Source: an optimization exercise on an open RTL-to-GDS flow (aim: small area, a short achievable clock period and few clock cycles per item). Production flows keep margins and buffers that such runs may drop.
Where RTL was checked, it was by simulation tests only, not by an equivalence proof against the original.
Power is estimated from default activity; no workload was simulated.

## P
## smult16_err_acc
module smult16_err_acc #(
  parameter int WIDTH = 16,
  parameter int OUTW  = 32,
  parameter int CNTW  = 16,
  parameter int ACCW  = 48
) (
  input  logic              clk,
  input  logic              rst_n,
  input  logic              start,
  input  logic [CNTW-1:0]   num_samples,
  input  logic              in_valid,
  output logic              in_ready,
  input  logic [WIDTH-1:0]  op_a,
  input  logic [WIDTH-1:0]  op_b,
  input  logic [OUTW-1:0]   p_approx,
  output logic              busy,
  output logic              done,
  output logic [CNTW-1:0]   err_count,
  output logic [ACCW-1:0]   sum_err,
  output logic [ACCW-1:0]   sum_abs_err,
  output logic [OUTW:0]     max_abs_err,
  output logic              overflow
);
Size: about 2600 cells after synthesis, ~340 flip-flops, ~230 I/O pins, ~24000 um^2 of cells after synthesis.
==> flow/config.mk <==
export PLATFORM = sky130hd
export DESIGN_NAME = smult16_err_acc
export DESIGN_NICKNAME = smult16_err_acc
export VERILOG_FILES = /design/flow/design.v
export SDC_FILE = /design/flow/constraint.sdc
export NUM_CORES = 4
export LEC_CHECK = 0
export CAP_MARGIN = 20
export CORE_MARGIN = 2
export CORE_UTILIZATION = 40
export SLEW_MARGIN = 20
==> flow/constraint.sdc <==
create_clock -name core_clock -period 8.5 [get_ports {clk}]
set_input_delay 1.7000 -clock core_clock [delete_from_list [all_inputs] [get_ports {clk}]]
set_output_delay 1.7000 -clock core_clock [all_outputs]
set_load 0.01 [all_outputs]
standard.sh (not shown) runs the stock make flow with config.mk's settings and CLKGATE_MAP_FILE= SYNTH_SCRIPT=/design/flow/synth_recipe.tcl, a recipe that flattens the netlist after the stock synthesis.
==> flow/flow/run.sh <==
#!/bin/bash
# The standard layout (standard.sh: unchanged synthesis and steps), with two changes:
# ports are buffered with buf_1 cells, and the resizer's setup repair aims for a margin.
set -e
export SETUP_SLACK_MARGIN=5.0
export BUFFER_PORTS_ARGS="-buffer_cell sky130_fd_sc_hd__buf_1"
bash standard.sh > standard_flow.log 2>&1
Input-level comparison between Q and P:
- putting SETUP_SLACK_MARGIN at 5 where nothing was set
==> flow/run.sh (new file) <==
#!/bin/bash
# synth_recipe.tcl (not shown) runs the flow's synth.tcl, then flattens the netlist and writes it again
# the make line also repeats each setting of config.mk as NAME=value (left out here)
make -C /OpenROAD-flow-scripts/flow DESIGN_CONFIG=/design/flow/config.mk WORK_HOME=/design/flow/orfs CLKGATE_MAP_FILE= SYNTH_SCRIPT=/design/flow/synth_recipe.tcl finish
removed: flow/flow/run.sh
removed: flow/standard.sh
- Q ended up with a higher fraction of area in non-clock buffers than P did.
- Sort Q and P by layout overhead on the synthesized area asc -> top: P
- Status: number of cells after detailed placement parity (P, Q)
- | post-route worst hold slack | Q vs P | worse |
- NOTE: achievable frequency in Q exceeds that of P
- Every stage of the flow completed for Q, and the final layout passed the timing, design-rule and antenna checks.
- P: done, clean on timing, DRC and antenna
- Compared P against Q; total wirelength of the detailed-routed design within noise.
- Compare Q and P | critical path depth lower: P
- Status: H-tree level count parity (P, Q)
Setup changes, Q to R
- removing SETUP_SLACK_MARGIN (formerly 5)
==> flow/flow/run.sh (new file) <==
#!/bin/bash
# The standard layout (standard.sh: unchanged synthesis and steps), with two changes:
# ports are buffered with buf_1 cells, and the resizer's setup repair aims for a margin.
set -e
export SETUP_SLACK_MARGIN=5.4
export BUFFER_PORTS_ARGS="-buffer_cell sky130_fd_sc_hd__buf_1"
bash standard.sh > standard_flow.log 2>&1
==> flow/standard.sh (new file) <==
#!/bin/bash
# synth_recipe.tcl (not shown) runs the flow's synth.tcl, then flattens the netlist and writes it again
# the make line also repeats each setting of config.mk as NAME=value (left out here)
make -C /OpenROAD-flow-scripts/flow DESIGN_CONFIG=/design/flow/config.mk WORK_HOME=/design/flow/orfs CLKGATE_MAP_FILE= SYNTH_SCRIPT=/design/flow/synth_recipe.tcl "${@:-finish}"
removed: flow/run.sh
==> results.txt <==
Routing usage on met2 (higher): R. When the final numbers for R and Q were put side by side, the post-route minimum period turned out to be smaller in R. Total power: R above Q. Diff Q -> R | cell depth of the worst setup path | decrease of 2. In the reports for R and Q, the smaller clock network fraction of design power belongs to R.
No functional check of the RTL was part of any run of this note.

---

smult16_err_acc, a different RTL version from the one above (not shown whole).
Size: ~2400 cells after synthesis, ~350 flip-flops, roughly 23000 um^2 of cells after synthesis.
Settings: LEC_CHECK=0, CAP_MARGIN=20, CORE_MARGIN=2, CORE_UTILIZATION=65, SLEW_MARGIN=20; clock period 8.5 ns.
==> flow/flow/run.sh <==
#!/bin/bash
set -e
export SETUP_SLACK_MARGIN=5.4
export BUFFER_PORTS_ARGS="-buffer_cell sky130_fd_sc_hd__buf_1"
bash standard.sh > standard_flow.log 2>&1
Testbench counts at the start, summed over its fixed seeds: cycles 24,689, items 24,113.
Then changed:
--- a/flow/flow/run.sh
+++ b/flow/flow/run.sh
@@ -1,0 +2,2 @@
+# The standard layout (standard.sh: unchanged synthesis and steps), with two changes:
+# ports are buffered with buf_1 cells, and the resizer's setup repair aims for a margin.
- CORE_UTILIZATION: 65 -> 40
Area after synthesis is unchanged.
Utilization drops by 27 points.
Worst hold slack gets worse by 0.0068 ns.
Routed wire length climbs by a little under a tenth.
Power climbs by a few percent.
Die area climbs by well over a third.
Worst setup slack gets worse by 0.020 ns.
Cell area climbs by a few percent.
Fmax drops slightly.
Then changed:
- CORE_UTILIZATION: 40 -> 55
=> The changed run completed with no timing, DRC or antenna violations. Setup slack improves by 0.050 ns. Synthesized cell count is unchanged. Fmax rises by 1.6%. Flip-flop and latch count does not change. Clock-buffer cell count rises by 11. Non-clock buffer count rises by 4.
Then changed:
--- a/flow/flow/run.sh
+++ b/flow/flow/run.sh
@@ -5 +5 @@
-export SETUP_SLACK_MARGIN=5.4
+export SETUP_SLACK_MARGIN=5.6
- CORE_UTILIZATION: 55 -> 40
Result: Setup slack gets better by 0.020 ns; routed wire length rises by 12%; hold slack gets better by 0.0045 ns.
Then changed:
==> flow/flow/run.sh (replaced) <==
#!/bin/bash
set -e
export SETUP_SLACK_MARGIN=5.5
export BUFFER_PORTS_ARGS="-buffer_cell sky130_fd_sc_hd__buf_1"
bash standard.sh > standard_flow.log 2>&1
- CORE_UTILIZATION: 40 -> 55
Power is lower by a few percent. Worst setup slack loses 0.021 ns. Global-route usage climbs by 5.8 points. Cell count drops by roughly a tenth. Die area shrinks by a quarter to a third. Final area goes down by a little under a tenth. Area after synthesis does not change. Wire length came out lower by roughly a tenth.

---

Another version of the RTL of smult16_err_acc (not shown whole).
Size: ~24000 sq um of cells after synthesis.
clock: 8.5 ns
lec_check: 0
cap_margin: 20
core_margin: 2
core_utilization: 60
slew_margin: 20
==> flow/flow/run.sh <==
#!/bin/bash
# The standard layout (standard.sh: unchanged synthesis and steps), with these changes:
# ports are buffered with buf_1 cells, and the resizer's setup repair aims for a margin
# on the worst path only (no total-negative-slack repair).
set -e
export SETUP_SLACK_MARGIN=5.6
export TNS_END_PERCENT=0
export BUFFER_PORTS_ARGS="-buffer_cell sky130_fd_sc_hd__buf_1"
bash standard.sh > standard_flow.log 2>&1
The baseline passed the timing, design-rule and antenna checks.
Testbench counts at the start, summed over its fixed seeds: cycles 24,785, items 24,113.
Then changed:
==> flow/flow/run.sh (replaced) <==
#!/bin/bash
# The standard layout (standard.sh: unchanged synthesis and steps), with two changes:
# ports are buffered with buf_1 cells, and the resizer's setup repair aims for a margin.
set -e
export SETUP_SLACK_MARGIN=5.4
export BUFFER_PORTS_ARGS="-buffer_cell sky130_fd_sc_hd__buf_1"
bash standard.sh > standard_flow.log 2>&1
Settings changed: CORE_UTILIZATION 60 to 40.
The changed run went through all stages and came out clean. Count of clock-buffer cells in the layout rose by 2. Power barely changes. Sequential share of layout area fell by 0.62 points. Worst hold slack barely changes. Die area rose by 49%. First-iteration DRC count rose by 0.51%. Area after synthesis does not change. Maximum frequency rose by 0.73%. Wire length rose by 7.3%. Clock power rose by about 2%.

---

Another version of the RTL of smult16_err_acc (not shown whole).
Size: about 2400 cells after synthesis, roughly 230 I/O pins, about 0.024 mm2 of cells after synthesis.
Design smult16_err_acc, start of the top module:
module smult16_err_acc #(
  parameter int WIDTH = 16,
  parameter int OUTW  = 32,
  parameter int CNTW  = 16,
  parameter int ACCW  = 48
) (
  input  logic              clk,
  input  logic              rst_n,
  input  logic              start,
  input  logic [CNTW-1:0]   num_samples,
  input  logic              in_valid,
  output logic              in_ready,
  input  logic [WIDTH-1:0]  op_a,
  input  logic [WIDTH-1:0]  op_b,
  input  logic [OUTW-1:0]   p_approx,
  output logic              busy,
  output logic              done,
  output logic [CNTW-1:0]   err_count,
  output logic [ACCW-1:0]   sum_err,
  output logic [ACCW-1:0]   sum_abs_err,
  output logic [OUTW:0]     max_abs_err,
  output logic              overflow
);
  logic             busy_q, done_q, rdy_q;
  logic [CNTW-1:0]  rem_q;           
  logic             l1_q, l2_q, l3_q, l4_q;   
  logic             v1_q, v2_q;
  logic             clr_q;           
  logic             z_q;             
  wire go       = !busy_q && !done_q && start;
  wire accept   = rdy_q && in_valid;
  wire last_acc = accept && (rem_q == CNTW'(1));
  wire empty    = (num_samples == '0);
  always_ff @(posedge clk or negedge rst_n) begin
    if (!rst_n) begin
      busy_q <= 1'b0;
      done_q <= 1'b0;
      rdy_q  <= 1'b0;
      l1_q   <= 1'b0;
      l2_q   <= 1'b0;
      l3_q   <= 1'b0;
      l4_q   <= 1'b0;
      v1_q   <= 1'b0;
      v2_q   <= 1'b0;
      clr_q  <= 1'b0;
      z_q    <= 1'b0;
    end else begin
      done_q <= l4_q || z_q;
  ...
==> flow/config.mk <==
export PLATFORM = sky130hd
export DESIGN_NAME = smult16_err_acc
export DESIGN_NICKNAME = smult16_err_acc
export VERILOG_FILES = /design/flow/design.v
export SDC_FILE = /design/flow/constraint.sdc
export NUM_CORES = 4
export LEC_CHECK = 0
export CAP_MARGIN = 20
export CORE_MARGIN = 2
export CORE_UTILIZATION = 40
export CTS_CLUSTER_DIAMETER = 80
export CTS_CLUSTER_SIZE = 40
export SLEW_MARGIN = 20
==> flow/constraint.sdc <==
create_clock -name core_clock -period 8.5 [get_ports {clk}]
set_input_delay 1.7000 -clock core_clock [delete_from_list [all_inputs] [get_ports {clk}]]
set_output_delay 1.7000 -clock core_clock [all_outputs]
set_load 0.01 [all_outputs]
==> flow/flow/run.sh <==
#!/bin/bash
# The standard layout (standard.sh: unchanged synthesis and steps), with two changes:
# ports are buffered with buf_1 cells, and the resizer's setup repair aims for a margin.
set -e
export SETUP_SLACK_MARGIN=5.4
export BUFFER_PORTS_ARGS="-buffer_cell sky130_fd_sc_hd__buf_1"
bash standard.sh > standard_flow.log 2>&1
Testbench counts at the start, summed over its fixed seeds: cycles 24,689, items 24,113.
Change:
==> flow/flow/run.sh (replaced) <==
#!/bin/bash
# The standard layout (standard.sh: unchanged synthesis and steps), with these changes:
# ports are buffered with buf_1 cells, and the resizer's setup repair aims for a margin
# on the worst path only (no total-negative-slack repair).
set -e
export SETUP_SLACK_MARGIN=5.4
export TNS_END_PERCENT=0
export BUFFER_PORTS_ARGS="-buffer_cell sky130_fd_sc_hd__buf_1"
bash standard.sh > standard_flow.log 2>&1
Settings changed: CORE_UTILIZATION 40 to 60, CTS_CLUSTER_DIAMETER 80 to default, CTS_CLUSTER_SIZE 40 to default.
Outcome:
- The changed run produced a clean layout
- wire length fell by a little under a tenth
- sequential cell count is unchanged
- setup slack got worse by 0.15 ns
- sequential share of layout area rose by 0.89 points
- via count fell slightly
- die area fell by a quarter to a third
Change:
==> flow/flow/run.sh (replaced) <==
#!/bin/bash
# The standard layout (standard.sh: unchanged synthesis and steps), with two changes:
# ports are buffered with buf_1 cells, and the resizer's setup repair aims for a margin.
set -e
export SETUP_SLACK_MARGIN=5.4
export BUFFER_PORTS_ARGS="-buffer_cell sky130_fd_sc_hd__buf_1"
bash standard.sh > standard_flow.log 2>&1
Settings changed: CORE_UTILIZATION 60 to 40.
Outcome: Power is higher by 4.0%; die area is higher by 49%; synthesized area does not change; cell area is higher by 4.2%; setup slack improves by 0.21 ns; non-clock buffer count is higher by 29; global-route usage is lower by 8.2 points.

---

smult16_err_acc, a different RTL version from the one above (not shown whole).
For scale: ~370 flip-flops, ~25000 sq um of cells after synthesis.
clock: 8.5 ns
lec_check: 0
cap_margin: 20
core_margin: 2
core_utilization: 40
slew_margin: 20
==> flow/flow/run.sh <==
#!/bin/bash
set -e
export SETUP_SLACK_MARGIN=${SETUP_SLACK_MARGIN:-5.6}
export BUFFER_PORTS_ARGS="-buffer_cell sky130_fd_sc_hd__buf_2"
bash standard.sh > standard_flow.log 2>&1
Rerun with:
==> flow/run.sh (new file) <==
#!/bin/bash
# synth_recipe.tcl (not shown) runs the flow's synth.tcl, then flattens the netlist and writes it again
# the make line also repeats each setting of config.mk as NAME=value (left out here)
make -C /OpenROAD-flow-scripts/flow DESIGN_CONFIG=/design/flow/config.mk WORK_HOME=/design/flow/orfs CLKGATE_MAP_FILE= SYNTH_SCRIPT=/design/flow/synth_recipe.tcl finish
SETUP_SLACK_MARGIN = 5   (was not set)
removed: flow/flow/run.sh
removed: flow/standard.sh
First-iteration DRC count came out lower by 15%. Utilization is lower by 5.2 points. Maximum frequency goes up by 0.88%. Non-clock buffer count fell by 249. Cell count decreases by 6.3%. Worst setup slack improves by 0.031 ns. Synthesized cell count stays the same. Sequential share of layout area went up by 2.2 points.
Function was not checked in any run of this note: the RTL went through the layout flow alone.

## port drivers added, routing unchanged
No port has a modelled driver above. Below, the same layouts with a new extraction and two added sets of constraints.
Step 1: set_driving_cell puts a clkbuf_16 on clk and a buf_2 on each other input, an assumption about the parent block.
Step 2, shift: input delay + t, output delay - t, t = (earliest + latest rising clock arrival at the registers) / 2. This alone moves slack from input paths to output paths.
a / b / c = no drivers / after step 1 / after step 2; a / b = the first two.
| run | t, ns | setup slack, ns | worst setup path after step 2 | latest minus earliest clock arrival (ns) | cell pins on the clock port's net |
|---|---|---|---|---|---|
| P | 0.613 | 5.057 / 5.057 / 5.040 | input to register | 0.035 / 0.036 | 1 |
| Q | 0.616 | 5.103 / 5.087 / 4.670 | input to register | 0.029 / 0.028 | 1 |
| R | 0.615 | 5.161 / 5.161 / 5.059 | input to register | 0.019 / 0.019 | 1 |
| the first run of note 2 | 0.599 | 5.450 / 5.450 / 5.071 | input to register | 0.022 / 0.022 | 1 |
| the second run of note 2 | 0.634 | 5.430 / 5.430 / 5.017 | input to register | 0.025 / 0.026 | 1 |
| the third run of note 2 | 0.621 | 5.480 / 5.480 / 5.060 | input to register | 0.019 / 0.019 | 1 |
| the fourth run of note 2 | 0.625 | 5.499 / 5.499 / 5.123 | input to register | 0.024 / 0.023 | 1 |
| the fifth run of note 2 | 0.613 | 5.478 / 5.478 / 5.155 | input to register | 0.020 / 0.021 | 1 |
| the first run of note 3 | 0.613 | 5.390 / 5.390 / 5.241 | input, reset recovery | 0.019 / 0.019 | 1 |
| the second run of note 3 | 0.639 | 5.413 / 5.413 / 5.093 | input, reset recovery | 0.029 / 0.028 | 1 |
| the first run of note 4 | 0.643 | 5.362 / 5.362 / 5.082 | input to register | 0.028 / 0.029 | 1 |
| the second run of note 4 | 0.609 | 5.213 / 5.213 / 4.944 | input, reset recovery | 0.022 / 0.023 | 1 |
| the third run of note 4 | 0.627 | 5.421 / 5.421 / 5.068 | input to register | 0.017 / 0.017 | 1 |
| the first run of note 5 | 0.627 | 4.903 / 4.903 / 4.903 | register to register | 0.038 / 0.038 | 1 |
| the second run of note 5 | 0.627 | 4.934 / 4.934 / 4.656 | input to register | 0.045 / 0.044 | 1 |
After both steps setup and hold are still met in every run listed. The setup slack of Q, which loses most, moves by -0.016 ns with the drivers and by -0.433 ns with both steps. The worst setup slack also covers recovery checks on asynchronous resets.
